This design comes from an exercise in tuning for small area, a short achievable clock period and few clock cycles per item on the open sky130 flow, not from production work.
Function was checked by simulation only, so behaviour that the tests miss may differ from the original.

==> flow/design.v <==
`timescale 1ns / 1ps
package rpc_pkg;
	localparam int GUARD_BITS = 16;
	localparam int XW = 33;
	localparam int ZW = 32;
	function automatic logic [31:0] turn_atan(input int i);
		case (i)
			0: turn_atan = 32'h20000000;
			1: turn_atan = 32'h12E4051E;
			2: turn_atan = 32'h09FB385B;
			3: turn_atan = 32'h051111D4;
			4: turn_atan = 32'h028B0D43;
			5: turn_atan = 32'h0145D7E1;
			6: turn_atan = 32'h00A2F61E;
			7: turn_atan = 32'h00517C55;
			8: turn_atan = 32'h0028BE53;
			9: turn_atan = 32'h00145F2F;
			10: turn_atan = 32'h000A2F98;
			11: turn_atan = 32'h000517CC;
			12: turn_atan = 32'h00028BE6;
			13: turn_atan = 32'h000145F3;
			14: turn_atan = 32'h0000A2FA;
			15: turn_atan = 32'h0000517D;
			default: turn_atan = 32'h00000000;
		endcase
	endfunction
endpackage
`timescale 1ns / 1ps
module rpc_cordic_stage #(
	parameter int SHIFT = 0,
	parameter logic [31:0] ATAN = 32'h20000000
) (
	input  logic                             clk,
	input  logic                             en,
	input  logic                             mode_in,
	input  logic signed [rpc_pkg::XW-1:0]    x_in,
	input  logic signed [rpc_pkg::XW-1:0]    y_in,
	input  logic        [rpc_pkg::ZW-1:0]    z_in,
	output logic                             mode_out,
	output logic signed [rpc_pkg::XW-1:0]    x_out,
	output logic signed [rpc_pkg::XW-1:0]    y_out,
	output logic        [rpc_pkg::ZW-1:0]    z_out
);
	localparam int XW = rpc_pkg::XW;
	localparam int ZW = rpc_pkg::ZW;
	localparam logic [ZW-1:0] ATAN_P = ATAN;
	localparam logic [ZW-1:0] ATAN_N = -ATAN;
	logic ccw;
	logic signed [XW-1:0] dx;
	logic signed [XW-1:0] dy;
	logic [XW:0] x_sum;
	logic [XW:0] y_sum;
	logic [ZW-1:0] z_nx;
	always_comb begin
		ccw = mode_in ? !z_in[ZW-1] : y_in[XW-1];
		dx = y_in >>> SHIFT;
		dy = x_in >>> SHIFT;
		x_sum = {x_in, 1'b1} + {dx ^ {XW{ccw}}, ccw};
		y_sum = {y_in, 1'b1} + {dy ^ {XW{!ccw}}, !ccw};
		z_nx = z_in + (ccw ? ATAN_N : ATAN_P);
	end
	always_ff @(posedge clk) begin
		if (en) begin
			mode_out <= mode_in;
			x_out <= x_sum[XW:1];
			y_out <= y_sum[XW:1];
			z_out <= z_nx;
		end
	end
endmodule
module rpc_gain_csa (
	input  logic [15:0] a,
	input  logic        f,
	output logic [32:0] s_hi,
	output logic [32:0] c_hi,
	output logic        cin
);
	logic w1;
	logic w2;
	logic w3;
	logic w4;
	logic w5;
	logic w6;
	logic w7;
	logic w8;
	logic w9;
	logic w10;
	logic w11;
	logic w12;
	logic w13;
	logic w14;
	logic w15;
	logic w16;
	logic w17;
	logic w18;
	logic w19;
	logic w20;
	logic w21;
	logic w22;
	logic w23;
	logic w24;
	logic w25;
	logic w26;
	logic w27;
	logic w28;
	logic w29;
	logic w30;
	logic w31;
	logic w32;
	logic w33;
	logic w34;
	logic w35;
	logic w36;
	logic w37;
	logic w38;
	logic w39;
	logic w40;
	logic w41;
	logic w42;
	logic w43;
	logic w44;
	logic w45;
	logic w46;
	logic w47;
	logic w48;
	logic w49;
	logic w50;
	logic w51;
	logic w52;
	logic w53;
	logic w54;
	logic w55;
	logic w56;
	logic w57;
	logic w58;
	logic w59;
	logic w60;
	logic w61;
	logic w62;
	logic w63;
	logic w64;
	logic w65;
	logic w66;
	logic w67;
	logic w68;
	logic w69;
	logic w70;
	logic w71;
	logic w72;
	logic w73;
	logic w74;
	logic w75;
	logic w76;
	logic w77;
	logic w78;
	logic w79;
	logic w80;
	logic w81;
	logic w82;
	logic w83;
	logic w84;
	logic w85;
	logic w86;
	logic w87;
	logic w88;
	logic w89;
	logic w90;
	logic w91;
	logic w92;
	logic w93;
	logic w94;
	logic w95;
	logic w96;
	logic w97;
	logic w98;
	logic w99;
	logic w100;
	logic w101;
	logic w102;
	logic w103;
	logic w104;
	logic w105;
	logic w106;
	logic w107;
	logic w108;
	logic w109;
	logic w110;
	logic w111;
	logic w112;
	logic w113;
	logic w114;
	logic w115;
	logic w116;
	logic w117;
	logic w118;
	logic w119;
	logic w120;
	logic w121;
	logic w122;
	logic w123;
	logic w124;
	logic w125;
	logic w126;
	logic w127;
	logic w128;
	logic w129;
	logic w130;
	logic w131;
	logic w132;
	logic w133;
	logic w134;
	logic w135;
	logic w136;
	logic w137;
	logic w138;
	logic w139;
	logic w140;
	logic w141;
	logic w142;
	logic w143;
	logic w144;
	logic w145;
	logic w146;
	logic w147;
	logic w148;
	logic w149;
	logic w150;
	logic w151;
	logic w152;
	logic w153;
	logic w154;
	logic w155;
	logic w156;
	logic w157;
	logic w158;
	logic w159;
	logic w160;
	logic w161;
	logic w162;
	logic w163;
	logic w164;
	logic w165;
	logic w166;
	logic w167;
	logic w168;
	logic w169;
	logic w170;
	logic w171;
	logic w172;
	logic w173;
	logic w174;
	logic w175;
	logic w176;
	logic w177;
	logic w178;
	logic w179;
	logic w180;
	logic w181;
	logic w182;
	logic w183;
	logic w184;
	logic w185;
	logic w186;
	logic w187;
	logic w188;
	logic w189;
	logic w190;
	logic w191;
	logic w192;
	logic w193;
	logic w194;
	logic w195;
	logic w196;
	logic w197;
	logic w198;
	logic w199;
	logic w200;
	logic w201;
	logic w202;
	logic w203;
	logic w204;
	logic w205;
	logic w206;
	logic w207;
	logic w208;
	logic w209;
	logic w210;
	logic w211;
	logic w212;
	logic w213;
	logic w214;
	logic w215;
	logic w216;
	logic w217;
	logic w218;
	logic w219;
	logic w220;
	logic w221;
	logic w222;
	logic w223;
	logic w224;
	logic w225;
	logic w226;
	logic w227;
	logic w228;
	logic w229;
	logic w230;
	logic w231;
	logic w232;
	logic w233;
	logic w234;
	logic w235;
	logic w236;
	logic w237;
	logic w238;
	logic w239;
	logic w240;
	logic w241;
	logic w242;
	logic w243;
	logic w244;
	logic w245;
	logic w246;
	logic w247;
	logic w248;
	logic w249;
	logic w250;
	logic w251;
	logic w252;
	logic w253;
	logic w254;
	logic w255;
	logic w256;
	logic w257;
	logic w258;
	logic w259;
	logic w260;
	logic w261;
	logic w262;
	logic w263;
	logic w264;
	logic w265;
	logic w266;
	logic w267;
	logic w268;
	logic w269;
	logic w270;
	logic w271;
	logic w272;
	logic w273;
	logic w274;
	logic w275;
	logic w276;
	logic w277;
	logic w278;
	logic w279;
	logic w280;
	logic [13:0] lo_s;
	logic [13:0] lo_c;
	logic [14:0] lo_sum;
	assign w1 = (a[15] ^ f) ^ ~(a[12] ^ f);
	assign w2 = (a[15] ^ f) & ~(a[12] ^ f);
	assign w3 = ~(a[13] ^ f) ^ ~(a[10] ^ f);
	assign w4 = ~(a[13] ^ f) & ~(a[10] ^ f);
	assign w5 = ~(a[14] ^ f) ^ ~(a[11] ^ f) ^ (a[7] ^ f);
	assign w6 = (~(a[14] ^ f) & ~(a[11] ^ f)) | (~(a[14] ^ f) & (a[7] ^ f)) | (~(a[11] ^ f) & (a[7] ^ f));
	assign w7 = (a[15] ^ f) ^ ~(a[12] ^ f) ^ (a[8] ^ f);
	assign w8 = ((a[15] ^ f) & ~(a[12] ^ f)) | ((a[15] ^ f) & (a[8] ^ f)) | (~(a[12] ^ f) & (a[8] ^ f));
	assign w9 = ~(a[13] ^ f) ^ (a[9] ^ f);
	assign w10 = ~(a[13] ^ f) & (a[9] ^ f);
	assign w11 = ~(a[14] ^ f) ^ (a[10] ^ f) ^ (a[8] ^ f);
	assign w12 = (~(a[14] ^ f) & (a[10] ^ f)) | (~(a[14] ^ f) & (a[8] ^ f)) | ((a[10] ^ f) & (a[8] ^ f));
	assign w13 = (a[15] ^ f) ^ (a[11] ^ f) ^ (a[9] ^ f);
	assign w14 = ((a[15] ^ f) & (a[11] ^ f)) | ((a[15] ^ f) & (a[9] ^ f)) | ((a[11] ^ f) & (a[9] ^ f));
	assign w15 = (a[12] ^ f) ^ (a[10] ^ f);
	assign w16 = (a[12] ^ f) & (a[10] ^ f);
	assign w17 = (a[13] ^ f) ^ (a[11] ^ f) ^ ~(a[9] ^ f);
	assign w18 = ((a[13] ^ f) & (a[11] ^ f)) | ((a[13] ^ f) & ~(a[9] ^ f)) | ((a[11] ^ f) & ~(a[9] ^ f));
	assign w19 = (a[14] ^ f) ^ (a[12] ^ f) ^ ~(a[10] ^ f);
	assign w20 = ((a[14] ^ f) & (a[12] ^ f)) | ((a[14] ^ f) & ~(a[10] ^ f)) | ((a[12] ^ f) & ~(a[10] ^ f));
	assign w21 = ~(a[15] ^ f) ^ (a[13] ^ f) ^ ~(a[11] ^ f);
	assign w22 = (~(a[15] ^ f) & (a[13] ^ f)) | (~(a[15] ^ f) & ~(a[11] ^ f)) | ((a[13] ^ f) & ~(a[11] ^ f));
	assign w23 = (a[14] ^ f) ^ ~(a[12] ^ f) ^ ~(a[9] ^ f);
	assign w24 = ((a[14] ^ f) & ~(a[12] ^ f)) | ((a[14] ^ f) & ~(a[9] ^ f)) | (~(a[12] ^ f) & ~(a[9] ^ f));
	assign w25 = ~(a[15] ^ f) ^ ~(a[13] ^ f) ^ ~(a[10] ^ f);
	assign w26 = (~(a[15] ^ f) & ~(a[13] ^ f)) | (~(a[15] ^ f) & ~(a[10] ^ f)) | (~(a[13] ^ f) & ~(a[10] ^ f));
	assign w27 = ~(a[14] ^ f) ^ ~(a[11] ^ f);
	assign w28 = ~(a[14] ^ f) & ~(a[11] ^ f);
	assign w29 = (a[10] ^ f) ^ ~(a[6] ^ f);
	assign w30 = (a[10] ^ f) & ~(a[6] ^ f);
	assign w31 = (a[11] ^ f) ^ ~(a[7] ^ f);
	assign w32 = (a[11] ^ f) & ~(a[7] ^ f);
	assign w33 = (a[12] ^ f) ^ ~(a[8] ^ f);
	assign w34 = (a[12] ^ f) & ~(a[8] ^ f);
	assign w35 = (a[13] ^ f) ^ ~(a[9] ^ f) ^ ~(a[6] ^ f);
	assign w36 = ((a[13] ^ f) & ~(a[9] ^ f)) | ((a[13] ^ f) & ~(a[6] ^ f)) | (~(a[9] ^ f) & ~(a[6] ^ f));
	assign w37 = (a[14] ^ f) ^ ~(a[10] ^ f) ^ ~(a[7] ^ f);
	assign w38 = ((a[14] ^ f) & ~(a[10] ^ f)) | ((a[14] ^ f) & ~(a[7] ^ f)) | (~(a[10] ^ f) & ~(a[7] ^ f));
	assign w39 = ~(a[4] ^ f) ^ (a[0] ^ f);
	assign w40 = ~(a[4] ^ f) & (a[0] ^ f);
	assign w41 = ~(a[15] ^ f) ^ ~(a[11] ^ f) ^ ~(a[8] ^ f);
	assign w42 = (~(a[15] ^ f) & ~(a[11] ^ f)) | (~(a[15] ^ f) & ~(a[8] ^ f)) | (~(a[11] ^ f) & ~(a[8] ^ f));
	assign w43 = ~(a[5] ^ f) ^ (a[1] ^ f) ^ 1'b1;
	assign w44 = (~(a[5] ^ f) & (a[1] ^ f)) | (~(a[5] ^ f) & 1'b1) | ((a[1] ^ f) & 1'b1);
	assign w45 = ~(a[12] ^ f) ^ ~(a[9] ^ f) ^ ~(a[6] ^ f);
	assign w46 = (~(a[12] ^ f) & ~(a[9] ^ f)) | (~(a[12] ^ f) & ~(a[6] ^ f)) | (~(a[9] ^ f) & ~(a[6] ^ f));
	assign w47 = (a[2] ^ f) ^ (a[0] ^ f) ^ ~f;
	assign w48 = ((a[2] ^ f) & (a[0] ^ f)) | ((a[2] ^ f) & ~f) | ((a[0] ^ f) & ~f);
	assign w49 = ~(a[13] ^ f) ^ ~(a[10] ^ f) ^ ~(a[7] ^ f);
	assign w50 = (~(a[13] ^ f) & ~(a[10] ^ f)) | (~(a[13] ^ f) & ~(a[7] ^ f)) | (~(a[10] ^ f) & ~(a[7] ^ f));
	assign w51 = (a[3] ^ f) ^ (a[1] ^ f) ^ ~f;
	assign w52 = ((a[3] ^ f) & (a[1] ^ f)) | ((a[3] ^ f) & ~f) | ((a[1] ^ f) & ~f);
	assign w53 = ~(a[14] ^ f) ^ ~(a[11] ^ f) ^ ~(a[8] ^ f);
	assign w54 = (~(a[14] ^ f) & ~(a[11] ^ f)) | (~(a[14] ^ f) & ~(a[8] ^ f)) | (~(a[11] ^ f) & ~(a[8] ^ f));
	assign w55 = (a[4] ^ f) ^ (a[2] ^ f) ^ ~(a[0] ^ f);
	assign w56 = ((a[4] ^ f) & (a[2] ^ f)) | ((a[4] ^ f) & ~(a[0] ^ f)) | ((a[2] ^ f) & ~(a[0] ^ f));
	assign w57 = w1 ^ ~(a[9] ^ f) ^ (a[5] ^ f);
	assign w58 = (w1 & ~(a[9] ^ f)) | (w1 & (a[5] ^ f)) | (~(a[9] ^ f) & (a[5] ^ f));
	assign w59 = (a[3] ^ f) ^ ~(a[1] ^ f) ^ 1'b1;
	assign w60 = ((a[3] ^ f) & ~(a[1] ^ f)) | ((a[3] ^ f) & 1'b1) | (~(a[1] ^ f) & 1'b1);
	assign w61 = w2 ^ w3 ^ (a[6] ^ f);
	assign w62 = (w2 & w3) | (w2 & (a[6] ^ f)) | (w3 & (a[6] ^ f));
	assign w63 = (a[4] ^ f) ^ ~(a[2] ^ f) ^ 1'b1;
	assign w64 = ((a[4] ^ f) & ~(a[2] ^ f)) | ((a[4] ^ f) & 1'b1) | (~(a[2] ^ f) & 1'b1);
	assign w65 = w4 ^ w5 ^ (a[5] ^ f);
	assign w66 = (w4 & w5) | (w4 & (a[5] ^ f)) | (w5 & (a[5] ^ f));
	assign w67 = ~(a[3] ^ f) ^ ~(a[0] ^ f) ^ f;
	assign w68 = (~(a[3] ^ f) & ~(a[0] ^ f)) | (~(a[3] ^ f) & f) | (~(a[0] ^ f) & f);
	assign w69 = w6 ^ w7 ^ (a[6] ^ f);
	assign w70 = (w6 & w7) | (w6 & (a[6] ^ f)) | (w7 & (a[6] ^ f));
	assign w71 = ~(a[4] ^ f) ^ ~(a[1] ^ f) ^ ~f;
	assign w72 = (~(a[4] ^ f) & ~(a[1] ^ f)) | (~(a[4] ^ f) & ~f) | (~(a[1] ^ f) & ~f);
	assign w73 = w8 ^ w9 ^ (a[7] ^ f);
	assign w74 = (w8 & w9) | (w8 & (a[7] ^ f)) | (w9 & (a[7] ^ f));
	assign w75 = ~(a[5] ^ f) ^ ~(a[2] ^ f) ^ 1'b1;
	assign w76 = (~(a[5] ^ f) & ~(a[2] ^ f)) | (~(a[5] ^ f) & 1'b1) | (~(a[2] ^ f) & 1'b1);
	assign w77 = w10 ^ w11 ^ ~(a[6] ^ f);
	assign w78 = (w10 & w11) | (w10 & ~(a[6] ^ f)) | (w11 & ~(a[6] ^ f));
	assign w79 = ~(a[3] ^ f) ^ ~(a[0] ^ f) ^ f;
	assign w80 = (~(a[3] ^ f) & ~(a[0] ^ f)) | (~(a[3] ^ f) & f) | (~(a[0] ^ f) & f);
	assign w81 = w12 ^ w13 ^ ~(a[7] ^ f);
	assign w82 = (w12 & w13) | (w12 & ~(a[7] ^ f)) | (w13 & ~(a[7] ^ f));
	assign w83 = ~(a[4] ^ f) ^ ~(a[1] ^ f) ^ ~f;
	assign w84 = (~(a[4] ^ f) & ~(a[1] ^ f)) | (~(a[4] ^ f) & ~f) | (~(a[1] ^ f) & ~f);
	assign w85 = w14 ^ w15 ^ ~(a[8] ^ f);
	assign w86 = (w14 & w15) | (w14 & ~(a[8] ^ f)) | (w15 & ~(a[8] ^ f));
	assign w87 = ~(a[5] ^ f) ^ ~(a[2] ^ f) ^ 1'b1;
	assign w88 = (~(a[5] ^ f) & ~(a[2] ^ f)) | (~(a[5] ^ f) & 1'b1) | (~(a[2] ^ f) & 1'b1);
	assign w89 = w16 ^ w17 ^ ~(a[6] ^ f);
	assign w90 = (w16 & w17) | (w16 & ~(a[6] ^ f)) | (w17 & ~(a[6] ^ f));
	assign w91 = ~(a[3] ^ f) ^ (a[0] ^ f) ^ ~f;
	assign w92 = (~(a[3] ^ f) & (a[0] ^ f)) | (~(a[3] ^ f) & ~f) | ((a[0] ^ f) & ~f);
	assign w93 = w18 ^ w19 ^ ~(a[7] ^ f);
	assign w94 = (w18 & w19) | (w18 & ~(a[7] ^ f)) | (w19 & ~(a[7] ^ f));
	assign w95 = ~(a[4] ^ f) ^ (a[1] ^ f) ^ ~f;
	assign w96 = (~(a[4] ^ f) & (a[1] ^ f)) | (~(a[4] ^ f) & ~f) | ((a[1] ^ f) & ~f);
	assign w97 = w20 ^ w21 ^ ~(a[8] ^ f);
	assign w98 = (w20 & w21) | (w20 & ~(a[8] ^ f)) | (w21 & ~(a[8] ^ f));
	assign w99 = ~(a[5] ^ f) ^ (a[2] ^ f) ^ (a[0] ^ f);
	assign w100 = (~(a[5] ^ f) & (a[2] ^ f)) | (~(a[5] ^ f) & (a[0] ^ f)) | ((a[2] ^ f) & (a[0] ^ f));
	assign w101 = w22 ^ w23 ^ ~(a[6] ^ f);
	assign w102 = (w22 & w23) | (w22 & ~(a[6] ^ f)) | (w23 & ~(a[6] ^ f));
	assign w103 = (a[3] ^ f) ^ (a[1] ^ f) ^ ~f;
	assign w104 = ((a[3] ^ f) & (a[1] ^ f)) | ((a[3] ^ f) & ~f) | ((a[1] ^ f) & ~f);
	assign w105 = w24 ^ w25 ^ ~(a[7] ^ f);
	assign w106 = (w24 & w25) | (w24 & ~(a[7] ^ f)) | (w25 & ~(a[7] ^ f));
	assign w107 = (a[4] ^ f) ^ (a[2] ^ f) ^ f;
	assign w108 = ((a[4] ^ f) & (a[2] ^ f)) | ((a[4] ^ f) & f) | ((a[2] ^ f) & f);
	assign w109 = w26 ^ w27 ^ ~(a[8] ^ f);
	assign w110 = (w26 & w27) | (w26 & ~(a[8] ^ f)) | (w27 & ~(a[8] ^ f));
	assign w111 = (a[5] ^ f) ^ (a[3] ^ f) ^ 1'b1;
	assign w112 = ((a[5] ^ f) & (a[3] ^ f)) | ((a[5] ^ f) & 1'b1) | ((a[3] ^ f) & 1'b1);
	assign w113 = w28 ^ (a[15] ^ f) ^ ~(a[12] ^ f);
	assign w114 = (w28 & (a[15] ^ f)) | (w28 & ~(a[12] ^ f)) | ((a[15] ^ f) & ~(a[12] ^ f));
	assign w115 = ~(a[9] ^ f) ^ (a[6] ^ f) ^ (a[4] ^ f);
	assign w116 = (~(a[9] ^ f) & (a[6] ^ f)) | (~(a[9] ^ f) & (a[4] ^ f)) | ((a[6] ^ f) & (a[4] ^ f));
	assign w117 = ~(a[13] ^ f) ^ ~(a[10] ^ f) ^ (a[7] ^ f);
	assign w118 = (~(a[13] ^ f) & ~(a[10] ^ f)) | (~(a[13] ^ f) & (a[7] ^ f)) | (~(a[10] ^ f) & (a[7] ^ f));
	assign w119 = (a[5] ^ f) ^ 1'b1;
	assign w120 = (a[5] ^ f) & 1'b1;
	assign w121 = ~(a[14] ^ f) ^ ~(a[11] ^ f) ^ (a[8] ^ f);
	assign w122 = (~(a[14] ^ f) & ~(a[11] ^ f)) | (~(a[14] ^ f) & (a[8] ^ f)) | (~(a[11] ^ f) & (a[8] ^ f));
	assign w123 = (a[6] ^ f) ^ 1'b1;
	assign w124 = (a[6] ^ f) & 1'b1;
	assign w125 = (a[15] ^ f) ^ ~(a[12] ^ f) ^ (a[9] ^ f);
	assign w126 = ((a[15] ^ f) & ~(a[12] ^ f)) | ((a[15] ^ f) & (a[9] ^ f)) | (~(a[12] ^ f) & (a[9] ^ f));
	assign w127 = ~(a[13] ^ f) ^ (a[10] ^ f);
	assign w128 = ~(a[13] ^ f) & (a[10] ^ f);
	assign w129 = ~(a[14] ^ f) ^ (a[11] ^ f);
	assign w130 = ~(a[14] ^ f) & (a[11] ^ f);
	assign w131 = (a[7] ^ f) ^ ~(a[3] ^ f);
	assign w132 = (a[7] ^ f) & ~(a[3] ^ f);
	assign w133 = (a[8] ^ f) ^ ~(a[4] ^ f);
	assign w134 = (a[8] ^ f) & ~(a[4] ^ f);
	assign w135 = (a[9] ^ f) ^ ~(a[5] ^ f);
	assign w136 = (a[9] ^ f) & ~(a[5] ^ f);
	assign w137 = w29 ^ ~(a[3] ^ f) ^ ~(a[0] ^ f);
	assign w138 = (w29 & ~(a[3] ^ f)) | (w29 & ~(a[0] ^ f)) | (~(a[3] ^ f) & ~(a[0] ^ f));
	assign w139 = w30 ^ w31 ^ ~(a[4] ^ f);
	assign w140 = (w30 & w31) | (w30 & ~(a[4] ^ f)) | (w31 & ~(a[4] ^ f));
	assign w141 = w32 ^ w33 ^ ~(a[5] ^ f);
	assign w142 = (w32 & w33) | (w32 & ~(a[5] ^ f)) | (w33 & ~(a[5] ^ f));
	assign w143 = w34 ^ w35 ^ ~(a[3] ^ f);
	assign w144 = (w34 & w35) | (w34 & ~(a[3] ^ f)) | (w35 & ~(a[3] ^ f));
	assign w145 = w36 ^ w37 ^ w39;
	assign w146 = (w36 & w37) | (w36 & w39) | (w37 & w39);
	assign w147 = w38 ^ w40 ^ w41;
	assign w148 = (w38 & w40) | (w38 & w41) | (w40 & w41);
	assign w149 = w42 ^ w44 ^ w45;
	assign w150 = (w42 & w44) | (w42 & w45) | (w44 & w45);
	assign w151 = w46 ^ w48 ^ w49;
	assign w152 = (w46 & w48) | (w46 & w49) | (w48 & w49);
	assign w153 = w50 ^ w52 ^ w53;
	assign w154 = (w50 & w52) | (w50 & w53) | (w52 & w53);
	assign w155 = w54 ^ w56 ^ w57;
	assign w156 = (w54 & w56) | (w54 & w57) | (w56 & w57);
	assign w157 = w58 ^ w60 ^ w61;
	assign w158 = (w58 & w60) | (w58 & w61) | (w60 & w61);
	assign w159 = w62 ^ w64 ^ w65;
	assign w160 = (w62 & w64) | (w62 & w65) | (w64 & w65);
	assign w161 = w66 ^ w68 ^ w69;
	assign w162 = (w66 & w68) | (w66 & w69) | (w68 & w69);
	assign w163 = w70 ^ w72 ^ w73;
	assign w164 = (w70 & w72) | (w70 & w73) | (w72 & w73);
	assign w165 = w74 ^ w76 ^ w77;
	assign w166 = (w74 & w76) | (w74 & w77) | (w76 & w77);
	assign w167 = w78 ^ w80 ^ w81;
	assign w168 = (w78 & w80) | (w78 & w81) | (w80 & w81);
	assign w169 = w82 ^ w84 ^ w85;
	assign w170 = (w82 & w84) | (w82 & w85) | (w84 & w85);
	assign w171 = w86 ^ w88 ^ w89;
	assign w172 = (w86 & w88) | (w86 & w89) | (w88 & w89);
	assign w173 = w90 ^ w92 ^ w93;
	assign w174 = (w90 & w92) | (w90 & w93) | (w92 & w93);
	assign w175 = w94 ^ w96 ^ w97;
	assign w176 = (w94 & w96) | (w94 & w97) | (w96 & w97);
	assign w177 = w98 ^ w100 ^ w101;
	assign w178 = (w98 & w100) | (w98 & w101) | (w100 & w101);
	assign w179 = w102 ^ w104 ^ w105;
	assign w180 = (w102 & w104) | (w102 & w105) | (w104 & w105);
	assign w181 = w106 ^ w108 ^ w109;
	assign w182 = (w106 & w108) | (w106 & w109) | (w108 & w109);
	assign w183 = w110 ^ w112 ^ w113;
	assign w184 = (w110 & w112) | (w110 & w113) | (w112 & w113);
	assign w185 = w114 ^ w116 ^ w117;
	assign w186 = (w114 & w116) | (w114 & w117) | (w116 & w117);
	assign w187 = w118 ^ w120 ^ w121;
	assign w188 = (w118 & w120) | (w118 & w121) | (w120 & w121);
	assign w189 = w122 ^ w124 ^ w125;
	assign w190 = (w122 & w124) | (w122 & w125) | (w124 & w125);
	assign w191 = w126 ^ w127 ^ (a[8] ^ f);
	assign w192 = (w126 & w127) | (w126 & (a[8] ^ f)) | (w127 & (a[8] ^ f));
	assign w193 = w128 ^ w129 ^ (a[9] ^ f);
	assign w194 = (w128 & w129) | (w128 & (a[9] ^ f)) | (w129 & (a[9] ^ f));
	assign w195 = w130 ^ (a[15] ^ f) ^ (a[12] ^ f);
	assign w196 = (w130 & (a[15] ^ f)) | (w130 & (a[12] ^ f)) | ((a[15] ^ f) & (a[12] ^ f));
	assign w197 = (a[13] ^ f) ^ (a[11] ^ f);
	assign w198 = (a[13] ^ f) & (a[11] ^ f);
	assign w199 = (a[14] ^ f) ^ (a[12] ^ f);
	assign w200 = (a[14] ^ f) & (a[12] ^ f);
	assign w201 = (a[4] ^ f) ^ ~(a[0] ^ f);
	assign w202 = (a[4] ^ f) & ~(a[0] ^ f);
	assign w203 = (a[5] ^ f) ^ ~(a[1] ^ f);
	assign w204 = (a[5] ^ f) & ~(a[1] ^ f);
	assign w205 = (a[6] ^ f) ^ ~(a[2] ^ f);
	assign w206 = (a[6] ^ f) & ~(a[2] ^ f);
	assign w207 = w131 ^ ~(a[0] ^ f) ^ ~f;
	assign w208 = (w131 & ~(a[0] ^ f)) | (w131 & ~f) | (~(a[0] ^ f) & ~f);
	assign w209 = w132 ^ w133 ^ ~(a[1] ^ f);
	assign w210 = (w132 & w133) | (w132 & ~(a[1] ^ f)) | (w133 & ~(a[1] ^ f));
	assign w211 = w134 ^ w135 ^ ~(a[2] ^ f);
	assign w212 = (w134 & w135) | (w134 & ~(a[2] ^ f)) | (w135 & ~(a[2] ^ f));
	assign w213 = w136 ^ w137 ^ ~f;
	assign w214 = (w136 & w137) | (w136 & ~f) | (w137 & ~f);
	assign w215 = w138 ^ w139 ^ ~(a[1] ^ f);
	assign w216 = (w138 & w139) | (w138 & ~(a[1] ^ f)) | (w139 & ~(a[1] ^ f));
	assign w217 = w140 ^ w141 ^ ~(a[2] ^ f);
	assign w218 = (w140 & w141) | (w140 & ~(a[2] ^ f)) | (w141 & ~(a[2] ^ f));
	assign w219 = w142 ^ w143 ^ 1'b1;
	assign w220 = (w142 & w143) | (w142 & 1'b1) | (w143 & 1'b1);
	assign w221 = w144 ^ w145 ^ f;
	assign w222 = (w144 & w145) | (w144 & f) | (w145 & f);
	assign w223 = w146 ^ w147 ^ w43;
	assign w224 = (w146 & w147) | (w146 & w43) | (w147 & w43);
	assign w225 = w148 ^ w149 ^ w47;
	assign w226 = (w148 & w149) | (w148 & w47) | (w149 & w47);
	assign w227 = w150 ^ w151 ^ w51;
	assign w228 = (w150 & w151) | (w150 & w51) | (w151 & w51);
	assign w229 = w152 ^ w153 ^ w55;
	assign w230 = (w152 & w153) | (w152 & w55) | (w153 & w55);
	assign w231 = w154 ^ w155 ^ w59;
	assign w232 = (w154 & w155) | (w154 & w59) | (w155 & w59);
	assign w233 = w156 ^ w157 ^ w63;
	assign w234 = (w156 & w157) | (w156 & w63) | (w157 & w63);
	assign w235 = w158 ^ w159 ^ w67;
	assign w236 = (w158 & w159) | (w158 & w67) | (w159 & w67);
	assign w237 = w160 ^ w161 ^ w71;
	assign w238 = (w160 & w161) | (w160 & w71) | (w161 & w71);
	assign w239 = w162 ^ w163 ^ w75;
	assign w240 = (w162 & w163) | (w162 & w75) | (w163 & w75);
	assign w241 = w164 ^ w165 ^ w79;
	assign w242 = (w164 & w165) | (w164 & w79) | (w165 & w79);
	assign w243 = w166 ^ w167 ^ w83;
	assign w244 = (w166 & w167) | (w166 & w83) | (w167 & w83);
	assign w245 = w168 ^ w169 ^ w87;
	assign w246 = (w168 & w169) | (w168 & w87) | (w169 & w87);
	assign w247 = w170 ^ w171 ^ w91;
	assign w248 = (w170 & w171) | (w170 & w91) | (w171 & w91);
	assign w249 = w172 ^ w173 ^ w95;
	assign w250 = (w172 & w173) | (w172 & w95) | (w173 & w95);
	assign w251 = w174 ^ w175 ^ w99;
	assign w252 = (w174 & w175) | (w174 & w99) | (w175 & w99);
	assign w253 = w176 ^ w177 ^ w103;
	assign w254 = (w176 & w177) | (w176 & w103) | (w177 & w103);
	assign w255 = w178 ^ w179 ^ w107;
	assign w256 = (w178 & w179) | (w178 & w107) | (w179 & w107);
	assign w257 = w180 ^ w181 ^ w111;
	assign w258 = (w180 & w181) | (w180 & w111) | (w181 & w111);
	assign w259 = w182 ^ w183 ^ w115;
	assign w260 = (w182 & w183) | (w182 & w115) | (w183 & w115);
	assign w261 = w184 ^ w185 ^ w119;
	assign w262 = (w184 & w185) | (w184 & w119) | (w185 & w119);
	assign w263 = w186 ^ w187 ^ w123;
	assign w264 = (w186 & w187) | (w186 & w123) | (w187 & w123);
	assign w265 = w188 ^ w189 ^ (a[7] ^ f);
	assign w266 = (w188 & w189) | (w188 & (a[7] ^ f)) | (w189 & (a[7] ^ f));
	assign w267 = w190 ^ w191 ^ 1'b1;
	assign w268 = (w190 & w191) | (w190 & 1'b1) | (w191 & 1'b1);
	assign w269 = w192 ^ w193 ^ 1'b1;
	assign w270 = (w192 & w193) | (w192 & 1'b1) | (w193 & 1'b1);
	assign w271 = w194 ^ w195 ^ (a[10] ^ f);
	assign w272 = (w194 & w195) | (w194 & (a[10] ^ f)) | (w195 & (a[10] ^ f));
	assign w273 = w196 ^ w197 ^ 1'b1;
	assign w274 = (w196 & w197) | (w196 & 1'b1) | (w197 & 1'b1);
	assign w275 = w198 ^ w199 ^ 1'b1;
	assign w276 = (w198 & w199) | (w198 & 1'b1) | (w199 & 1'b1);
	assign w277 = w200 ^ ~(a[15] ^ f) ^ (a[13] ^ f);
	assign w278 = (w200 & ~(a[15] ^ f)) | (w200 & (a[13] ^ f)) | (~(a[15] ^ f) & (a[13] ^ f));
	assign w279 = (a[14] ^ f) ^ 1'b1;
	assign w280 = (a[14] ^ f) & 1'b1;
	assign s_hi = {1'b1, 1'b1, w280, w278, w276, w274, w272, w270, w268, w266, w264, w262, w260, w258, w256, w254, w252, w250, w248, w246, w244, w242, w240, w238, w236, w234, w232, w230, w228, w226, w224, w222, w220};
	assign c_hi = {1'b0, 1'b0, ~(a[15] ^ f), w279, w277, w275, w273, w271, w269, w267, w265, w263, w261, w259, w257, w255, w253, w251, w249, w247, w245, w243, w241, w239, w237, w235, w233, w231, w229, w227, w225, w223, w221};
	assign lo_s = {w218, w216, w214, w212, w210, w208, w206, w204, w202, w201, (a[3] ^ f), (a[2] ^ f), (a[1] ^ f), (a[0] ^ f)};
	assign lo_c = {w219, w217, w215, w213, w211, w209, w207, w205, w203, ~f, 1'b0, 1'b0, 1'b0, 1'b0};
	assign lo_sum = {1'b0, lo_s} + {1'b0, lo_c};
	assign cin = lo_sum[14];
endmodule
`timescale 1ns / 1ps
module rect_polar_converter_top #(
	parameter int CORDIC_STAGES = 16,
	parameter int VALUE_WIDTH = 16
) (
	input  logic                         clk,
	input  logic                         arst_n,
	input  logic                         in_valid,
	output logic                         in_ready,
	input  logic                         mode,
	input  logic signed [VALUE_WIDTH-1:0] first_value,
	input  logic signed [VALUE_WIDTH-1:0] second_value,
	output logic                         out_valid,
	input  logic                         out_ready,
	output logic signed [VALUE_WIDTH:0]   first_result,
	output logic signed [VALUE_WIDTH-1:0] second_result
);
	localparam int W = VALUE_WIDTH;
	localparam int N = CORDIC_STAGES;
	localparam int XW = rpc_pkg::XW;
	localparam int ZW = rpc_pkg::ZW;
	localparam int G = rpc_pkg::GUARD_BITS;
	localparam int L = N + 2;
	localparam logic [ZW-1:0] Z_ZERO = 32'hB8F9ADE6;   
	localparam logic signed [W:0] MAG_HI = 17'sd46341;
	logic stall_q;
	logic adv;
	logic vq [0:L];
	assign adv = !stall_q;
	assign in_ready = adv;
	logic flip_in;
	logic m0;
	logic f0;
	logic [W-1:0] a0;
	logic [W-1:0] b0;
	always_comb begin
		flip_in = mode ? ((!second_value[W-1] && second_value[W-2] && (second_value[W-3:0] != '0))
		                  || (second_value[W-1] && !second_value[W-2]))
		               : first_value[W-1];
	end
	always_ff @(posedge clk) begin
		if (adv) begin
			m0 <= mode;
			f0 <= flip_in;
			a0 <= first_value;
			b0 <= second_value;
		end
	end
	logic [W-1:0] yb;
	logic fy;
	logic zero0;
	logic [ZW-1:0] z_init;
	logic [XW-1:0] sx_w, cx_w, sy_w, cy_w;
	logic cix_w, ciy_w;
	always_comb begin
		yb = m0 ? '0 : b0;
		fy = !m0 && f0;
		zero0 = (a0 == '0) && (b0 == '0);
		if (m0) begin
			z_init = {b0[W-1] ^ f0, b0[W-2:0], 16'd0};
		end else if (zero0) begin
			z_init = Z_ZERO;
		end else begin
			z_init = {f0, 15'd0, 16'h8000};
		end
	end
	rpc_gain_csa u_gx (.a(a0), .f(f0), .s_hi(sx_w), .c_hi(cx_w), .cin(cix_w));
	rpc_gain_csa u_gy (.a(yb), .f(fy), .s_hi(sy_w), .c_hi(cy_w), .cin(ciy_w));
	logic m1;
	logic [XW-1:0] sx1, cx1, sy1, cy1;
	logic cix1, ciy1;
	logic [ZW-1:0] z1;
	always_ff @(posedge clk) begin
		if (adv) begin
			m1 <= m0;
			sx1 <= sx_w;
			cx1 <= cx_w;
			cix1 <= cix_w;
			sy1 <= sy_w;
			cy1 <= cy_w;
			ciy1 <= ciy_w;
			z1 <= z_init;
		end
	end
	logic [XW:0] x_add;
	logic [XW:0] y_add;
	always_comb begin
		x_add = {sx1, 1'b1} + {cx1, cix1};
		y_add = {sy1, 1'b1} + {cy1, ciy1};
	end
	logic rm [0:N];
	logic signed [XW-1:0] rx [0:N];
	logic signed [XW-1:0] ry [0:N];
	logic [ZW-1:0] rz [0:N];
	logic m2;
	logic signed [XW-1:0] x2;
	logic signed [XW-1:0] y2;
	logic [ZW-1:0] z2;
	always_ff @(posedge clk) begin
		if (adv) begin
			m2 <= m1;
			x2 <= x_add[XW:1];
			y2 <= y_add[XW:1];
			z2 <= z1;
		end
	end
	assign rm[0] = m2;
	assign rx[0] = x2;
	assign ry[0] = y2;
	assign rz[0] = z2;
	for (genvar k = 0; k < N; k++) begin : g_rot
		rpc_cordic_stage #(
			.SHIFT(k),
			.ATAN(rpc_pkg::turn_atan(k))
		) u_stage (
			.clk(clk),
			.en(adv),
			.mode_in(rm[k]),
			.x_in(rx[k]),
			.y_in(ry[k]),
			.z_in(rz[k]),
			.mode_out(rm[k+1]),
			.x_out(rx[k+1]),
			.y_out(ry[k+1]),
			.z_out(rz[k+1])
		);
	end
	always_ff @(posedge clk or negedge arst_n) begin
		if (!arst_n) begin
			for (int i = 0; i <= L; i++) begin
				vq[i] <= 1'b0;
			end
		end else if (adv) begin
			vq[0] <= in_valid;
			for (int i = 1; i <= L; i++) begin
				vq[i] <= vq[i-1];
			end
		end
	end
	logic [XW-1:0] ux_full;
	logic [XW-1:0] uy_full;
	logic signed [W:0] ux;
	logic signed [W:0] uy;
	logic signed [W:0] res_first;
	logic signed [W-1:0] res_second;
	always_comb begin
		ux_full = rx[N] + XW'(1 << (G - 1));
		uy_full = ry[N] + XW'(1 << (G - 1));
		ux = $signed(ux_full[XW-1:G]);
		uy = $signed(uy_full[XW-1:G]);
		res_first = (ux > MAG_HI) ? MAG_HI : ux;
		if (rm[N]) begin
			res_second = (uy > 17'sd32767) ? 16'sd32767
			           : (uy < -17'sd32768) ? -16'sd32768 : uy[W-1:0];
		end else begin
			res_second = rz[N][ZW-1:ZW-W];
		end
	end
	logic push;
	logic pop;
	logic hv, sv;
	logic hv_nx, sv_nx;
	logic signed [W:0] h_first, s_first;
	logic signed [W-1:0] h_second, s_second;
	always_comb begin
		push = adv && vq[L];
		pop = hv && out_ready;
		if (pop || !hv) begin
			hv_nx = sv || push;
			sv_nx = sv && push;
		end else begin
			hv_nx = 1'b1;
			sv_nx = sv || push;
		end
	end
	always_ff @(posedge clk or negedge arst_n) begin
		if (!arst_n) begin
			hv <= 1'b0;
			sv <= 1'b0;
			stall_q <= 1'b0;
		end else begin
			hv <= hv_nx;
			sv <= sv_nx;
			stall_q <= hv_nx && sv_nx;
		end
	end
	always_ff @(posedge clk) begin
		if (pop || !hv) begin
			if (sv) begin
				h_first <= s_first;
				h_second <= s_second;
			end else begin
				h_first <= res_first;
				h_second <= res_second;
			end
		end
		if (push && (sv || (hv && !pop))) begin
			s_first <= res_first;
			s_second <= res_second;
		end
	end
	assign out_valid = hv;
	assign first_result = h_first;
	assign second_result = h_second;
endmodule
==> flow/run.sh <==
#!/bin/bash
# synth_recipe.tcl (not shown) runs the flow's synth.tcl, then flattens the netlist and writes it again
# the make line also repeats each setting of config.mk as NAME=value (left out here)
make -C /OpenROAD-flow-scripts/flow DESIGN_CONFIG=/design/flow/config.mk WORK_HOME=/design/flow/orfs CLKGATE_MAP_FILE= SYNTH_SCRIPT=/design/flow/synth_recipe.tcl finish
==> flow/config.mk <==
export PLATFORM = sky130hd
export DESIGN_NAME = rect_polar_converter_top
export DESIGN_NICKNAME = rect_polar_converter_top
export VERILOG_FILES = /design/flow/design.v
export SDC_FILE = /design/flow/constraint.sdc
export NUM_CORES = 4
export LEC_CHECK = 0
export CAP_MARGIN = 20
export CORE_MARGIN = 2
export CORE_UTILIZATION = 40
export SETUP_SLACK_MARGIN = 4.5
export SLEW_MARGIN = 20
export TNS_END_PERCENT = 0
==> flow/constraint.sdc <==
create_clock -name core_clock -period 7.5 [get_ports {clk}]
set_input_delay 1.5000 -clock core_clock [delete_from_list [all_inputs] [get_ports {clk}]]
set_output_delay 1.5000 -clock core_clock [all_outputs]
set_load 0.01 [all_outputs]
==> results.py, run 1 <==
metrics = {
    "finish": {
        "final_common_cell": "edfxtp_1",
        "fin_nets": 16410,
        "n_fill_cell": 33810,
        "layout_common_cells": "edfxtp_1, xnor2_1, ha_1",
        "area.growth.synth_to_final_pct": 14.55,
        "final_layout_size_suffix_gt1_frac": 0.09119,
    },
    "hold_path": {
        "worstHoldPathCells": 0,
        "hold_path.class": "flip-flop to flip-flop",
        "worstHoldEndpoint": "g_rot[0].u_stage.z_out[21]",
        "hold_start": "z2[21]",
    },
    "clocking": {
        "clk_pin_slew_ns": 0.06,
        "clock_path_buffers": 4,
        "hold_buffers": 0,
        "cts_root_buf": "clkbuf_16",
        "cts.sinks": 1858,
        "insertion_delay_ns": 0.93,
        "cts-htree-levels": 4,
        "cts_tree": "yes",
        "numCtsBuffers": 222,
    },
    "placed_design": {
        "hpwlAfterDp_um": 289500,
        "gp_congestion": 0.9105,
        "port_buffers": 71,
    },
    "drt": {
        "drc": 0,
        "vias": 106900,
        "first_pass_iters": 8,
        "routed_wl_um": 386500,
        "drt_iter0_drc": 6564,
        "vias_per_cell": 5.458,
        "drt.antenna.violating_nets": 0,
        "wl_per_cell_um": 19.73,
    },
    "sta": {
        "setup_tns_ns": 0,
        "drv_slew": 0,
        "layout_min_cycle_time_ns": 4.039,
        "fin_skew_ns": 0.08293,
        "period_share": 0.5386,
        "max_slew.worst_pin.slew_ns": 1.061,
        "rsz0062_at_grt": "yes",
        "whs_ns": 0.3975,
        "hold_viol": 0,
        "max_freq_mhz": 247.6,
        "setup_viol": 0,
        "max_slew_margin": 0.2926,
    },
    "critical_path": {
        "worstPathArrival_ns": 4.75,
        "cp.required_ns": 8.21,
        "cp_max_fo": 22,
        "path_cells": "nand2b_1 -> nand2_4 -> buf_4 -> buf_12 -> xnor2_1 -> ha_1 -> and3_1 -> nand4_1 -> inv_1 -> o211ai_1 -> and2_1 -> o41ai_2 -> a21oi_1 -> o21bai_1 -> a21oi_1 -> xnor2_2",
        "cp_slowest_cell": "edfxtp_1",
        "r2r-start": "g_rot[8].u_stage.y_out[32]",
        "cpPeakStageDelay_ns": 0.54,
        "path_common_cell": "a21oi_1",
        "critPathKind": "flip-flop to flip-flop",
        "r2r_end": "g_rot[9].u_stage.y_out[21]",
        "reg2reg_depth": 16,
        "critPathLaunchType": "flip-flop",
        "crit_path_end_kind": "flip-flop",
        "reg2reg_slack_ns": 3.46,
    },
    "outcome": {
        "status": "timing/DRC/antenna clean",
    },
    "logic_synthesis": {
        "yosys_register_bits": 1858,
        "synthDistinctLibCells": 112,
        "synth_edf_count": 1836,
        "syn-num-nets": 15930,
        "synth_flop_cell": "edfxtp_1",
        "synth.avg_cell_area_um2": 10.29,
        "synth-async-reset-ratio": 0.01184,
        "netlist_area_mm2": 0.1454,
        "synthCells": 14130,
        "ys_seq_area_frac": 0.3829,
        "ys_warn_count": 27,
    },
    "floorplan": {
        "core_mm2": 0.3622,
        "fp.dieH_um": 606.9,
        "fp.dieW_um": 606.9,
        "design.die.area_mm2": 0.3684,
        "start_util": 0.4014,
        "num_rows": 221,
        "io_pins": 72,
    },
    "grt": {
        "first_global_vias": 103700,
        "grt_overflow": 0,
        "grt_pass1_wl_um": 592100,
        "grtUsageTotal": 0.2035,
        "antenna_found_initial": 5,
        "grt_max_degree": 181,
    },
    "run": {
        "maxCapViolations": 0,
    },
}
## area by class of cell
cell class              instances  area, um^2  share of cell area
diodes                          7       17.52           0.0001052
repair inverters                5       42.54           0.0002554
clock buffers                 252        5739             0.03446
well taps                    4794        5998             0.03601
flip-flops and latches       1858       55690              0.3343
multi-input cells           11370       89240              0.5358
inverters                     686        2773             0.01665
repair buffers                467        5245             0.03149
clock inverters               160        1822             0.01094
## timing repair
item	4_1_cts	5_1_grt
endpoints found under the setup margin	3174	2098
buffers inserted	193	85
pin swaps	162	121
resized for setup	552	172
cloned	33	6
## sequential cells by signal (all words and copies together), names as in the netlist, 16 cells and up
| signal | count |
|---|---|
| g_rot.u_stage.x_out | 513 |
| g_rot.u_stage.y_out | 512 |
| g_rot.u_stage.z_out | 465 |
| x2 | 33 |
| y2 | 33 |
| cx1 | 31 |
| cy1 | 31 |
| sx1 | 31 |
| sy1 | 31 |
| vq | 19 |
| z1 | 18 |
| z2 | 18 |
| h_first | 17 |
| s_first | 17 |
| a0 | 16 |
| b0 | 16 |
| g_rot.u_stage.mode_out | 16 |
| h_second | 16 |
| s_second | 16 |
## critical path: cells and delay by family (launching register included)
kind                       cells  cell delay [ns]
adders and majority gates      1             0.38
DFF                            1             0.54
xor gates and xnor gates       2             0.48
and+or+nand+nor                5             1.03
AOI/OAI and AO/OA              5             0.91
buffers and inverters          3             0.48
## logic make-up after synthesis
group                      after synthesis  share of synthesized area
buffers and inverters                  903                    0.02346
DFF                                   1858                     0.3829
adders and majority gates             1773                     0.1620
xor gates and xnor gates              2249                     0.1355
muxes                                   70                   0.005163
and+or+nand+nor                       3263                     0.1105
AOI/OAI and AO/OA                     4010                     0.1804
## routing by layer
| layer | routed length, um | track usage | part of all wire |
|---|---|---|---|
| met1 | 158500 | 0.2384 | 0.41 |
| met2 | 194500 | 0.3719 | 0.50 |
| met3 | 13570 | 0.02041 | 0.035 |
| met4 | 19940 | 0.09452 | 0.052 |
| met5 | 0 | 0 | 0 |
## Yosys cell counts, types with 108 or more instances
library cell | number | share of area
nand2_1 | 725 | 0.019
nand2b_1 | 246 | 0.011
a31oi_1 | 142 | 0.0061
xnor2_1 | 1766 | 0.11
a21oi_1 | 1175 | 0.040
nor2_1 | 842 | 0.022
and3_1 | 147 | 0.0063
xor2_1 | 483 | 0.029
clkbuf_1 | 151 | 0.0039
ha_1 | 1585 | 0.14
nor3_1 | 274 | 0.0094
and2_1 | 135 | 0.0058
o21ai_0 | 607 | 0.021
fa_1 | 184 | 0.025
a21o_1 | 667 | 0.034
nor2b_1 | 182 | 0.0078
nand3_1 | 298 | 0.010
edfxtp_1 | 1836 | 0.38
inv_1 | 669 | 0.017
o21a_1 | 237 | 0.012
o21bai_1 | 183 | 0.0094
nand4_1 | 108 | 0.0046
## how the worst max path moves through the flow
| stage | from | endpoint | slack (ns) | cells after the start |
|---|---|---|---|---|
| 3_5_place_dp | g_rot[2].u_stage.y_out[32] | g_rot[3].u_stage.x_out[32] | 2.21 | 15 |
| 5_1_grt | g_rot[10].u_stage.mode_out | g_rot[11].u_stage.x_out[32] | 3.30 | 16 |
| 2_1_floorplan | stall_q | a0[0] | -20.10 | 2 |
| 4_1_cts | g_rot[9].u_stage.mode_out | g_rot[10].u_stage.x_out[29] | 3.51 | 15 |
| 3_3_place_gp | g_rot[11].u_stage.mode_out | g_rot[12].u_stage.z_out[31] | 0.76 | 14 |
| 6_report | g_rot[8].u_stage.y_out[32] | g_rot[9].u_stage.y_out[21] | 3.46 | 16 |
## metrics by stage
step,util,cell area (um^2),cells,setup WS (ns)
floorplan,-,145400,14130,-20.10
detailed placement,0.4199,152100,18860,2.212
global route,0.4598,166600,19590,3.296
global placement,0.4198,152100,18860,0.7566
CTS,0.4551,164900,19500,3.511
finish,0.4598,166600,19600,3.461
Testbench counts, summed over its fixed seeds: cycles 8,160, items 8,000.
==> inputs of run 2 (changes only) <==
--- a/flow/config.mk
+++ b/flow/config.mk
@@ -10,4 +10,2 @@
 export CORE_UTILIZATION = 40
-export SETUP_SLACK_MARGIN = 4.5
 export SLEW_MARGIN = 20
-export TNS_END_PERCENT = 0
==> run 2 against run 1 <==
Highest routed layer is now met5. Die area is the same. Fmax fell by 24%. First-iteration DRC count down 2.5%. Critical path type unchanged. Worst hold slack better by 0.019 ns. Largest cell class unchanged. Global-route usage fell by 1.2 points. Final area down 4.2%. Still clean on timing, DRC and antenna. Cell count decreased by 1.8%. Via count is 2.8% lower.
==> results.py, run 2 <==
metrics = {
    "outcome": {
        "status": "timing/DRC/antenna clean",
    },
    "grt": {
        "first_global_vias": 100600,
        "grt_max_degree": 165,
        "grtUsageTotal": 0.1912,
        "grt_pass1_wl_um": 562200,
        "grt_overflow": 0,
        "antenna_found_initial": 3,
    },
    "floorplan": {
        "core_mm2": 0.3622,
        "start_util": 0.4014,
        "fp.dieW_um": 606.9,
        "io_pins": 72,
        "design.die.area_mm2": 0.3684,
        "num_rows": 221,
        "fp.dieH_um": 606.9,
    },
    "sta": {
        "setup_viol": 0,
        "max_slew_margin": 0.2503,
        "hold_viol": 0,
        "layout_min_cycle_time_ns": 5.295,
        "fin_skew_ns": 0.07803,
        "drv_slew": 0,
        "period_share": 0.7060,
        "max_freq_mhz": 188.9,
        "rsz0062_at_grt": "no",
        "setup_tns_ns": 0,
        "fin_ws_ns": 2.205,
        "max_slew.worst_pin.slew_ns": 1.124,
    },
    "logic_synthesis": {
        "ys_seq_area_frac": 0.3829,
        "synth_top_area_cell": "edfxtp_1",
        "synthTopCellsByArea": "edfxtp_1, ha_1, xnor2_1",
        "ys_warn_count": 27,
        "synth_flop_cell": "edfxtp_1",
        "synth-async-reset-ratio": 0.01184,
        "synth_edf_count": 1836,
        "synthCells": 14130,
        "synth_most_common_cell": "edfxtp_1",
        "synthTopCellsByCount": "edfxtp_1, xnor2_1, ha_1",
        "yosysTopAreaCellShare": 0.3792,
        "synth.avg_cell_area_um2": 10.29,
        "synthDistinctLibCells": 112,
        "syn-num-nets": 15930,
        "netlist_area_mm2": 0.1454,
        "yosys_register_bits": 1858,
    },
    "placed_design": {
        "hpwlAfterDp_um": 286700,
        "gp_congestion": 0.9250,
        "preCtsSetupSlack_ns": 2.112,
        "port_buffers": 71,
    },
    "finish": {
        "fin_nets": 16080,
        "n_fill_cell": 34450,
        "layout_common_cells": "edfxtp_1, xnor2_1, ha_1",
        "largestRegisters": "g_rot.u_stage.x_out: 513 flops, g_rot.u_stage.y_out: 512 flops, g_rot.u_stage.z_out: 465 flops",
        "area.growth.synth_to_final_pct": 9.715,
        "final_layout_size_suffix_gt1_frac": 0.04375,
        "final_common_cell": "edfxtp_1",
        "largest-register": "g_rot.u_stage.x_out",
        "largest_reg_flops": 513,
    },
    "clocking": {
        "insertion_delay_ns": 0.91,
        "cts_root_buf": "clkbuf_16",
        "post_cts_buffers": 0,
        "postCtsResizedCells": 0,
        "cts.sinks": 1858,
        "hold_buffers": 0,
        "numCtsBuffers": 218,
        "cts-htree-levels": 4,
        "cts_tree": "yes",
        "clock_path_buffers": 4,
        "clk_pin_slew_ns": 0.06,
    },
    "critical_path": {
        "reg2reg_slack_ns": 2.21,
        "cpPeakStageDelay_ns": 0.81,
        "critPathLaunchType": "flip-flop",
        "critPathKind": "flip-flop to flip-flop",
        "crit_path_end_kind": "flip-flop",
        "path_cells": "and2_1 -> nor2_4 -> buf_4 -> ha_1 -> o21a_1 -> o21ai_0 -> a211o_1 -> a31oi_1 -> o211ai_1 -> nand4_1 -> a21oi_1 -> o21ai_1 -> mux2i_1 -> a2111oi_0",
        "cp.buffers_inverters": 1,
        "crit_family": "compound AO/OA/AOI/OAI gates",
        "cp.required_ns": 8.04,
        "worstPathArrival_ns": 5.84,
        "cp_slowest_cell": "a2111oi_0",
        "cp_max_fo": 43,
    },
    "drt": {
        "wl_met1_um": 151500,
        "wl_met3_um": 11080,
        "routed_wl_um": 360800,
        "top_layer_used": "met5",
        "first_pass_iters": 8,
        "wl_per_cell_um": 18.75,
        "drt_iter0_drc": 6402,
        "wl_met2_um": 182700,
        "drc": 0,
        "drt.antenna.violating_nets": 0,
        "vias_per_cell": 5.403,
        "vias": 104000,
    },
    "hold_path": {
        "hold_path.class": "flip-flop to flip-flop",
    },
    "run": {
        "maxCapViolations": 0,
    },
}
-- run 2: final cells by class --
| class | instances | area (um^2) | share of cell area |
|---|---|---|---|
| antenna | 2 | 5.005 | 0.00003137 |
| clock buffer | 247 | 5733 | 0.03594 |
| clock inverter | 146 | 1790 | 0.01122 |
| inverter | 686 | 2582 | 0.01619 |
| multi-input combinational | 11370 | 86390 | 0.5415 |
| sequential | 1858 | 55680 | 0.3490 |
| tap | 4794 | 5998 | 0.03760 |
| timing repair buffer | 145 | 1346 | 0.008439 |
-- run 2: path summary, 6_finish.rpt --
path	end	depth (start not counted)	start
worst max-delay path	g_rot[4].u_stage.z_out[31]	14	g_rot[3].u_stage.mode_out
worst min-delay path	g_rot[0].u_stage.z_out[26]	0	z2[26]
worst max register to register	g_rot[4].u_stage.z_out[31]	14	g_rot[3].u_stage.mode_out
worst min register to register	g_rot[0].u_stage.z_out[26]	0	z2[26]
max in group asynchronous	sv	1	arst_n
min in group asynchronous	stall_q	1	arst_n
-- run 2: through the flow --
stage          instance area [um^2]    util  std cells  hold WS (ns)
2_1_floorplan                145400       -      14130        0.4003
3_3_place_gp                 152000  0.4196      18850        0.4007
3_5_place_dp                 152000  0.4196      18850        0.4045
4_1_cts                      159500  0.4404      19240        0.4180
5_1_grt                      159500  0.4404      19240        0.4197
6_report                     159500  0.4404      19240        0.4168
-- run 2: cell families (layout without fill, tap and decap cells) --
kind of cell / Yosys count / after routing / synth area share
XOR/XNOR: 2249 / 2249 / 0.1355
adder cells (fa/ha/maj): 1773 / 1773 / 0.1620
other: 0 / 2 / 0
AND/OR/NAND/NOR: 3263 / 3263 / 0.1105
multiplexers: 70 / 70 / 0.005163
AO/OA/AOI/OAI: 4010 / 4010 / 0.1804
flip-flops: 1858 / 1858 / 0.3829
buffers and inverters: 903 / 1224 / 0.02346
-- run 2: routing by layer --
layer,track usage,vias up
met5,0,-
met2,0.3528,1765
li1,-,52680
met3,0.01907,625
met4,0.07539,2
met1,0.2264,48900
==> inputs of run 3 (changes only) <==
--- a/flow/design.v
+++ b/flow/design.v
@@ -35,2 +35,3 @@
 	input  logic                             mode_in,
+	input  logic                             ccw_in,
 	input  logic signed [rpc_pkg::XW-1:0]    x_in,
@@ -39,2 +40,3 @@
 	output logic                             mode_out,
+	output logic                             ccw_out,
 	output logic signed [rpc_pkg::XW-1:0]    x_out,
@@ -54,3 +56,3 @@
 	always_comb begin
-		ccw = mode_in ? !z_in[ZW-1] : y_in[XW-1];
+		ccw = ccw_in;
 		dx = y_in >>> SHIFT;
@@ -69,2 +71,9 @@
 	end
+	always_ff @(posedge clk) begin
+		if (en) begin
+			ccw_out <= mode_in ? !z_nx[ZW-1] : y_sum[XW];
+		end else begin
+			ccw_out <= mode_out ? !z_out[ZW-1] : y_out[XW-1];
+		end
+	end
 endmodule
@@ -738,2 +747,3 @@
 	logic rm [0:N];
+	logic rc [0:N];
 	logic signed [XW-1:0] rx [0:N];
@@ -742,2 +752,3 @@
 	logic m2;
+	logic c2;
 	logic signed [XW-1:0] x2;
@@ -753,3 +764,11 @@
 	end
+	always_ff @(posedge clk) begin
+		if (adv) begin
+			c2 <= m1 ? !z1[ZW-1] : y_add[XW];
+		end else begin
+			c2 <= m2 ? !z2[ZW-1] : y2[XW-1];
+		end
+	end
 	assign rm[0] = m2;
+	assign rc[0] = c2;
 	assign rx[0] = x2;
@@ -765,2 +784,3 @@
 			.mode_in(rm[k]),
+			.ccw_in(rc[k]),
 			.x_in(rx[k]),
@@ -769,2 +789,3 @@
 			.mode_out(rm[k+1]),
+			.ccw_out(rc[k+1]),
 			.x_out(rx[k+1]),
--- a/flow/config.mk
+++ b/flow/config.mk
@@ -10,2 +10,5 @@
 export CORE_UTILIZATION = 40
+export CTS_BUF_LIST = sky130_fd_sc_hd__clkbuf_8
+export SETUP_SLACK_MARGIN = 4.5
 export SLEW_MARGIN = 20
+export TNS_END_PERCENT = 0
==> run 3 against run 2 <==
Still clean on timing, DRC and antenna. First-iteration DRC count increased by 14%. Synthesized cell count decreased by 1.4%. Critical path depth decreased by 3. Non-clock buffer count increased by 175. Global-route usage increased by 0.27 points. Clock skew decreased by 0.00098 ns. Die area decreased by 0.38%. Sequential share of layout area decreased by 0.10 points. Final area increased by 1.0%. Critical path type unchanged. Largest cell class unchanged. Highest routed layer unchanged.
==> results.py, run 3 <==
metrics = {
    "outcome": {
        "status": "timing/DRC/antenna clean",
    },
    "sta": {
        "max_freq_mhz": 260.2,
        "setup_viol": 0,
        "hold_viol": 0,
        "max_slew.worst_pin.slew_ns": 1.035,
        "layout_min_cycle_time_ns": 3.843,
        "fin_skew_ns": 0.07705,
        "whs_ns": 0.4141,
        "period_share": 0.5124,
        "fin_ws_ns": 3.657,
        "setup_tns_ns": 0,
        "rsz0062_at_grt": "yes",
        "max_slew_margin": 0.3103,
        "drv_slew": 0,
    },
    "grt": {
        "first_global_vias": 99990,
        "grt_pass1_wl_um": 566500,
        "grtUsageTotal": 0.1939,
        "antenna_found_initial": 9,
        "grt_overflow": 0,
        "grt_max_degree": 179,
    },
    "finish": {
        "fin_nets": 16140,
        "multiInputGateArea_mm2": 0.08658,
        "instances_no_fill": 19370,
        "n_fill_cell": 33910,
        "final_layout_size_suffix_gt1_frac": 0.07378,
        "final_common_cell": "edfxtp_1",
        "largestRegisters": "g_rot.u_stage.x_out: 513 flops, g_rot.u_stage.y_out: 513 flops, g_rot.u_stage.z_out: 465 flops",
        "area.growth.synth_to_final_pct": 11.28,
        "seq_area_mm2": 0.05610,
        "layout_common_cells": "edfxtp_1, ha_1, xnor2_1",
        "fin_util": 0.4480,
    },
    "floorplan": {
        "core_mm2": 0.3598,
        "design.die.area_mm2": 0.3670,
        "io_pins": 72,
        "num_rows": 220,
        "start_util": 0.4026,
        "fp.dieH_um": 605.8,
        "fp.dieW_um": 605.8,
    },
    "critical_path": {
        "cp-startpoint": "f0",
        "r2r-start": "f0",
        "path_common_cell": "fa_1",
        "critPathLaunchType": "flip-flop",
        "cp_max_fo": 10,
        "reg2reg_slack_ns": 3.66,
        "worstPathArrival_ns": 4.66,
        "cp.required_ns": 8.32,
        "reg2reg_depth": 11,
        "crit_path_end_kind": "flip-flop",
        "path_cells": "buf_4 -> xor2_1 -> and2_1 -> clkinvlp_4 -> buf_4 -> ha_1 -> fa_1 -> inv_1 -> fa_1 -> fa_1 -> inv_1",
        "cp_slowest_cell": "edfxtp_1",
        "cpPeakStageDelay_ns": 0.52,
        "critPathKind": "flip-flop to flip-flop",
        "cp-endpoint": "cy1[9]",
        "r2r_end": "cy1[9]",
    },
    "drt": {
        "drt_iter0_drc": 7306,
        "vias_per_cell": 5.364,
        "first_pass_iters": 6,
        "drc": 0,
        "drt.antenna.violating_nets": 0,
        "wl_per_cell_um": 18.92,
        "routed_wl_um": 366600,
        "vias": 103900,
    },
    "logic_synthesis": {
        "synthTopCellsByCount": "edfxtp_1, ha_1, xnor2_1",
        "synth.avg_cell_area_um2": 10.40,
        "synthCells": 13920,
        "yosys_register_bits": 1875,
        "ys_warn_count": 29,
        "synthTopCellsByArea": "edfxtp_1, ha_1, xnor2_1",
        "synth-async-reset-ratio": 0.01173,
        "netlist_area_mm2": 0.1448,
        "synth_flop_cell": "edfxtp_1",
        "ys_seq_area_frac": 0.3868,
        "syn-num-nets": 15730,
        "synthDistinctLibCells": 112,
        "synth_most_common_cell": "edfxtp_1",
        "yosysTopAreaCellShare": 0.3808,
        "synth_edf_count": 1837,
        "synth_top_area_cell": "edfxtp_1",
    },
    "clocking": {
        "insertion_delay_ns": 1.10,
        "cts_tree": "yes",
        "numCtsBuffers": 335,
        "clock_path_buffers": 4,
        "hold_buffers": 0,
        "cts.sinks": 1875,
        "cts-htree-levels": 5,
        "cts_root_buf": "clkbuf_8",
        "clk_pin_slew_ns": 0.06,
    },
    "placed_design": {
        "port_buffers": 71,
        "gp_congestion": 0.9100,
        "hpwlAfterDp_um": 278000,
        "preCtsSetupSlack_ns": 2.633,
        "placedCellCount": 18580,
    },
    "run": {
        "maxCapViolations": 0,
    },
    "hold_path": {
        "hold_path.class": "flip-flop to flip-flop",
    },
}
## run 3: cell types whose count changed in the layout (fill, tap and decap cells not counted), sizes merged, moves of 58 or more
| cell | change |
|---|---|
| nand2 | -114 |
| nor2 | -58 |
| xnor2 | -273 |
| xor2 | +357 |
| a21o | +106 |
| a21oi | +69 |
| clkbuf | +93 |
| buf | +168 |
## run 3: what timing repair did
| action | 4_1_cts | 5_1_grt |
|---|---|---|
| endpoints found under the setup margin | 2414 | 1162 |
| resized for setup | 185 | 116 |
| pin swaps | 23 | 34 |
| endpoints found under the hold margin | 0 | 0 |
| cloned | 8 | 3 |
| setup buffers | 132 | 41 |
## run 3: cell type report
cell class | instances | share of cell area
Antenna cell | 2 | 0.00003105
Clock buffer | 339 | 0.02895
Clock inverter | 262 | 0.01107
Inverter | 668 | 0.01610
Multi-Input combinational cell | 11130 | 0.5372
Sequential cell | 1875 | 0.3480
Tap cell | 4773 | 0.03705
Timing Repair Buffer | 320 | 0.02150
Timing Repair inverter | 2 | 0.00008539
## run 3: logic make-up after synthesis
kind of cell	after synthesis	share of synthesized area
buf+inv	918	0.02408
fa+ha+maj	1774	0.1627
compound gates	4047	0.1813
simple gates	2895	0.09803
flops	1875	0.3868
mux	81	0.005995
xor+xnor	2333	0.1411
## run 3: how the worst min path moves through the flow
| stage | depth (start not counted) | slack (ns) | endpoint | from |
|---|---|---|---|---|
| finish | 0 | 0.41 | g_rot[0].u_stage.z_out[27] | z2[27] |
| global route | 1 | 0.41 | vq[0] | arst_n |
| CTS | 0 | 0.41 | g_rot[0].u_stage.z_out[27] | z2[27] |
| detailed placement | 0 | 0.40 | g_rot[0].u_stage.z_out[16] | z2[16] |
| global placement | 0 | 0.40 | g_rot[0].u_stage.z_out[24] | z2[24] |
| floorplan | 0 | 0.40 | g_rot[0].u_stage.z_out[13] | z2[13] |
## run 3: metal layers
layer,wire length (um),global-route usage,share of wire
met5,70,0,0.00019
met4,14810,0.07545,0.040
met3,15180,0.02119,0.041
met2,174100,0.3322,0.47
met1,162400,0.2502,0.44
## run 3: through the flow
stage | cell area [um^2]
finish | 161200
global route | 161200
CTS | 160200
detailed placement | 151200
global placement | 151200
floorplan | 144900
## run 3: critical path, delay by kind of cell, from the launching register on
family | cells | cell delay [ns]
xor gates and xnor gates | 1 | 0.15
adders and majority gates | 4 | 1.78
buffers and inverters | 5 | 0.86
DFF | 1 | 0.52
and+or+nand+nor | 1 | 0.32
Testbench counts of run 3, summed over its fixed seeds: cycles 8,160, items 8,000.

## what the ideal ports hide
In the flow no input, the clock included, has a driving cell. The finished layouts below were timed again as built, in two steps.
Step 1: set_driving_cell puts a clkbuf_16 on clk and a buf_2 on each other input, an assumption about the parent block.
Step 2 also shifts input and output timing later by t, the mid clock arrival at the registers, as if the neighbouring blocks saw the same clock.
a / b / c = no drivers / after step 1 / after step 2; a / b = the first two.
run | t, ns | slack for setup (ns) | clock arrival spread, ns | worst data-port slew with drivers (ns)
run 1 | 0.993 | 3.461 / 3.461 / 3.461 | 0.097 / 0.098 | 0.07
run 2 | 0.993 | 2.205 / 2.123 / 2.205 | 0.092 / 0.092 | 0.07
run 3 | 1.155 | 3.657 / 3.657 / 3.657 | 0.100 / 0.099 | 0.07
After both steps setup and hold are still met in every run listed.
